Context: an optimization exercise on an open-source flow, tuned for small area. The choices shown serve that exercise and are no tape-out recipe. Where RTL was checked, it was by simulation tests only, not by an equivalence proof against the original. Power and IR drop assume default switching activity.

ember:
// io_memory_bridge
module io_memory_bridge (
    input  logic                             clock,
    input  logic                             reset,
    input  logic [iomem_pkg::ADDR_W-1:0]     wb_adr_i,
    input  logic [3:0]                       wb_sel_i,
    input  logic                             wb_we_i,
    input  logic                             wb_cyc_i,
    input  logic                             wb_stb_i,
    input  logic [iomem_pkg::DATA_W-1:0]     wb_dat_i,
    output logic                             wb_ack_o,
    output logic [iomem_pkg::DATA_W-1:0]     wb_dat_o,
    output logic [iomem_pkg::ADDR_W-1:0]     mem_addr_o,
    output logic [iomem_pkg::DATA_W-1:0]     mem_data_o,
    output logic [iomem_pkg::NUM_BANKS-1:0]  mem_we_o,
    output logic                             mem_gl_en_o,
    input  logic [iomem_pkg::DATA_W-1:0]     mem_rdata_i,
    input  logic [iomem_pkg::HALF_W-1:0]     arq_n_i,
    output logic [iomem_pkg::HALF_W-1:0]     tx_len_o,
    output logic [iomem_pkg::HALF_W-1:0]     total_packets_o
);
export LEC_CHECK = 0
export CAP_MARGIN = 20
export CORE_MARGIN = 2
export CORE_UTILIZATION = 40
export GPL_TIMING_DRIVEN = 0
export PLACE_DENSITY = 0.8
export SLEW_MARGIN = 20
export SYNTH_HIERARCHICAL = 1
create_clock -name core_clock -period 7.5 [get_ports {clock}]
standard.sh (not shown) runs the stock make flow with config.mk's settings and CLKGATE_MAP_FILE= SYNTH_SCRIPT=/design/flow/synth_recipe.tcl, a recipe that flattens the netlist after the stock synthesis.
==> flow/flow/run.sh <==
#!/bin/bash
# The standard layout, with the port buffers made from the smallest buffer
# cell and a clock tree without dummy loads. ORFS writes each step's log
# under orfs/logs; make's own output goes to make.log.
set -euo pipefail
bash standard.sh "BUFFER_PORTS_ARGS=-buffer_cell sky130_fd_sc_hd__buf_1" \
    "CTS_ARGS=-sink_clustering_enable -repair_clock_nets -dont_use_dummy_load -root_buf sky130_fd_sc_hd__clkbuf_8 -buf_list sky130_fd_sc_hd__clkbuf_4" \
    finish > make.log 2>&1
> inputs changed (ember -> quartz)
diff --git a/flow/flow/run.sh b/flow/flow/run.sh
--- a/flow/flow/run.sh
+++ b/flow/flow/run.sh
@@ -7 +7 @@
-    "CTS_ARGS=-sink_clustering_enable -repair_clock_nets -dont_use_dummy_load -root_buf sky130_fd_sc_hd__clkbuf_8 -buf_list sky130_fd_sc_hd__clkbuf_4" \
+    "CTS_ARGS=-sink_clustering_enable -repair_clock_nets -dont_use_dummy_load -buf_list sky130_fd_sc_hd__clkbuf_16 -sink_clustering_size 60 -sink_clustering_max_diameter 300 -sink_clustering_levels 1" \
diff --git a/flow/config.mk b/flow/config.mk
--- a/flow/config.mk
+++ b/flow/config.mk
@@ -12 +11,0 @@
-export PLACE_DENSITY = 0.8
[summary]
Compared with ember, the router placed fewer vias in quartz.
Summary — transition time at the pin with the least slew margin, quartz relative to ember: higher, by 0.036 ns.
A first element of the critical path of txf$_DFF_P_ is what quartz shows, while wb_adr_i[2] belongs to ember.
Taking ember as the reference, in quartz global-route wire length before repair higher, register-to-register slack higher, logic gate share of total power lower.
What xenon does differently from quartz at the input level:
diff --git a/flow/flow/run.sh b/flow/flow/run.sh
--- a/flow/flow/run.sh
+++ b/flow/flow/run.sh
@@ -7 +7 @@
-    "CTS_ARGS=-sink_clustering_enable -repair_clock_nets -dont_use_dummy_load -buf_list sky130_fd_sc_hd__clkbuf_16 -sink_clustering_size 60 -sink_clustering_max_diameter 300 -sink_clustering_levels 1" \
+    "CTS_ARGS=-sink_clustering_enable -repair_clock_nets -dont_use_dummy_load -buf_list {sky130_fd_sc_hd__clkbuf_4 sky130_fd_sc_hd__clkbuf_8}" \
[summary]
xenon: PASS, flow complete, no timing, DRC or antenna violations
Run comparison: xenon start point of the critical path offset[5]$_DFF_P_; quartz start point of the critical path txf$_DFF_P_
Re clock-buffer cell count: no difference whatsoever between quartz and xenon.
According to the power report, total power for xenon is lower than for quartz.
From quartz to xenon the numbers moved as follows: sequential cell count stayed essentially flat; wire length of the first global-routing pass saw little to no change.
Inputs modified between xenon and lagoon:
diff --git a/flow/flow/run.sh b/flow/flow/run.sh
--- a/flow/flow/run.sh
+++ b/flow/flow/run.sh
@@ -7 +7 @@
-    "CTS_ARGS=-sink_clustering_enable -repair_clock_nets -dont_use_dummy_load -buf_list {sky130_fd_sc_hd__clkbuf_4 sky130_fd_sc_hd__clkbuf_8}" \
+    "CTS_ARGS=-sink_clustering_enable -repair_clock_nets -dont_use_dummy_load -buf_list sky130_fd_sc_hd__clkbuf_8" \
Notes after the runs:
Status | xenon and lagoon | clean. As far as number of failing hold endpoints at the final stage goes, lagoon and xenon are indistinguishable; the numbers are identical. Re gate count of the mapped netlist: no difference whatsoever between xenon and lagoon. In terms of fraction of the cycle the final worst path needs, lagoon and xenon differ only marginally.

---

Another version of the RTL of io_memory_bridge (not shown whole).
For scale: about 1300 cells after synthesis, roughly 120 flip-flops.
export LEC_CHECK = 0
export CAP_MARGIN = 20
export CORE_MARGIN = 2
export CORE_UTILIZATION = 40
export GPL_TIMING_DRIVEN = 0
export SLEW_MARGIN = 20
export SYNTH_HIERARCHICAL = 1
create_clock -name core_clock -period 7.5 [get_ports {clock}]
==> flow/flow/run.sh <==
#!/bin/bash
# The standard layout, with the port buffers made from the smallest buffer
# cell and a clock tree without dummy loads. ORFS writes each step's log
# under orfs/logs; make's own output goes to make.log.
set -euo pipefail
bash standard.sh "BUFFER_PORTS_ARGS=-buffer_cell sky130_fd_sc_hd__buf_1" \
    "CTS_ARGS=-sink_clustering_enable -repair_clock_nets -dont_use_dummy_load -buf_list sky130_fd_sc_hd__clkbuf_8" \
    finish > make.log 2>&1
Then changed:
--- a/flow/flow/run.sh
+++ b/flow/flow/run.sh
@@ -6,3 +6,3 @@
 bash standard.sh "BUFFER_PORTS_ARGS=-buffer_cell sky130_fd_sc_hd__buf_1" \
-    "CTS_ARGS=-sink_clustering_enable -repair_clock_nets -dont_use_dummy_load -buf_list sky130_fd_sc_hd__clkbuf_8" \
+    "CTS_ARGS=-sink_clustering_enable -repair_clock_nets -dont_use_dummy_load -buf_list sky130_fd_sc_hd__clkbuf_8 -sink_clustering_size 30 -sink_clustering_max_diameter 100" \
     finish > make.log 2>&1
Effect: Routed wire length is unchanged; sequential power hardly moves; setup slack stays the same; area after synthesis is unchanged.
No functional check of the RTL was part of any run of this note.

-- port drivers added, routing unchanged --
In the flow no input, the clock included, has a driving cell. The finished layouts below were timed again as built, in two steps. Step 1 assumes that a clkbuf_16 drives the clock port and a buf_2 every other input. Step 2 adds t to the input delays and takes it off the output delays; t is the mean of the earliest and latest rising clock arrival at the registers after step 1. Input paths then give back, and output paths get back, about the clock's delay inside the block. Three values: no drivers, after step 1, after step 2; two values: the first two.
run	t, ns	setup WS [ns]	worst hold slack (ns)	worst setup path after step 2	worst register clock-pin slew, ns
ember	0.454	0.386 / 0.363 / -0.043	0.508 / 0.508 / 0.508	input to register	0.11 / 0.11
quartz	0.455	0.394 / 0.346 / 0.054	0.476 / 0.476 / 0.476	input to register	0.06 / 0.06
xenon	0.468	0.473 / 0.434 / 0.043	0.475 / 0.475 / 0.475	input to register	0.09 / 0.09
lagoon	0.468	0.473 / 0.434 / 0.043	0.475 / 0.475 / 0.475	input to register	0.09 / 0.09
the first run of note 2	0.478	0.323 / 0.344 / -0.133	0.494 / 0.494 / 0.494	input to register	0.10 / 0.10
the second run of note 2	0.478	0.323 / 0.344 / -0.133	0.494 / 0.494 / 0.494	input to register	0.10 / 0.10
With both steps, setup timing fails in ember, the first run of note 2 and the second run of note 2, where it was met with ideal ports.
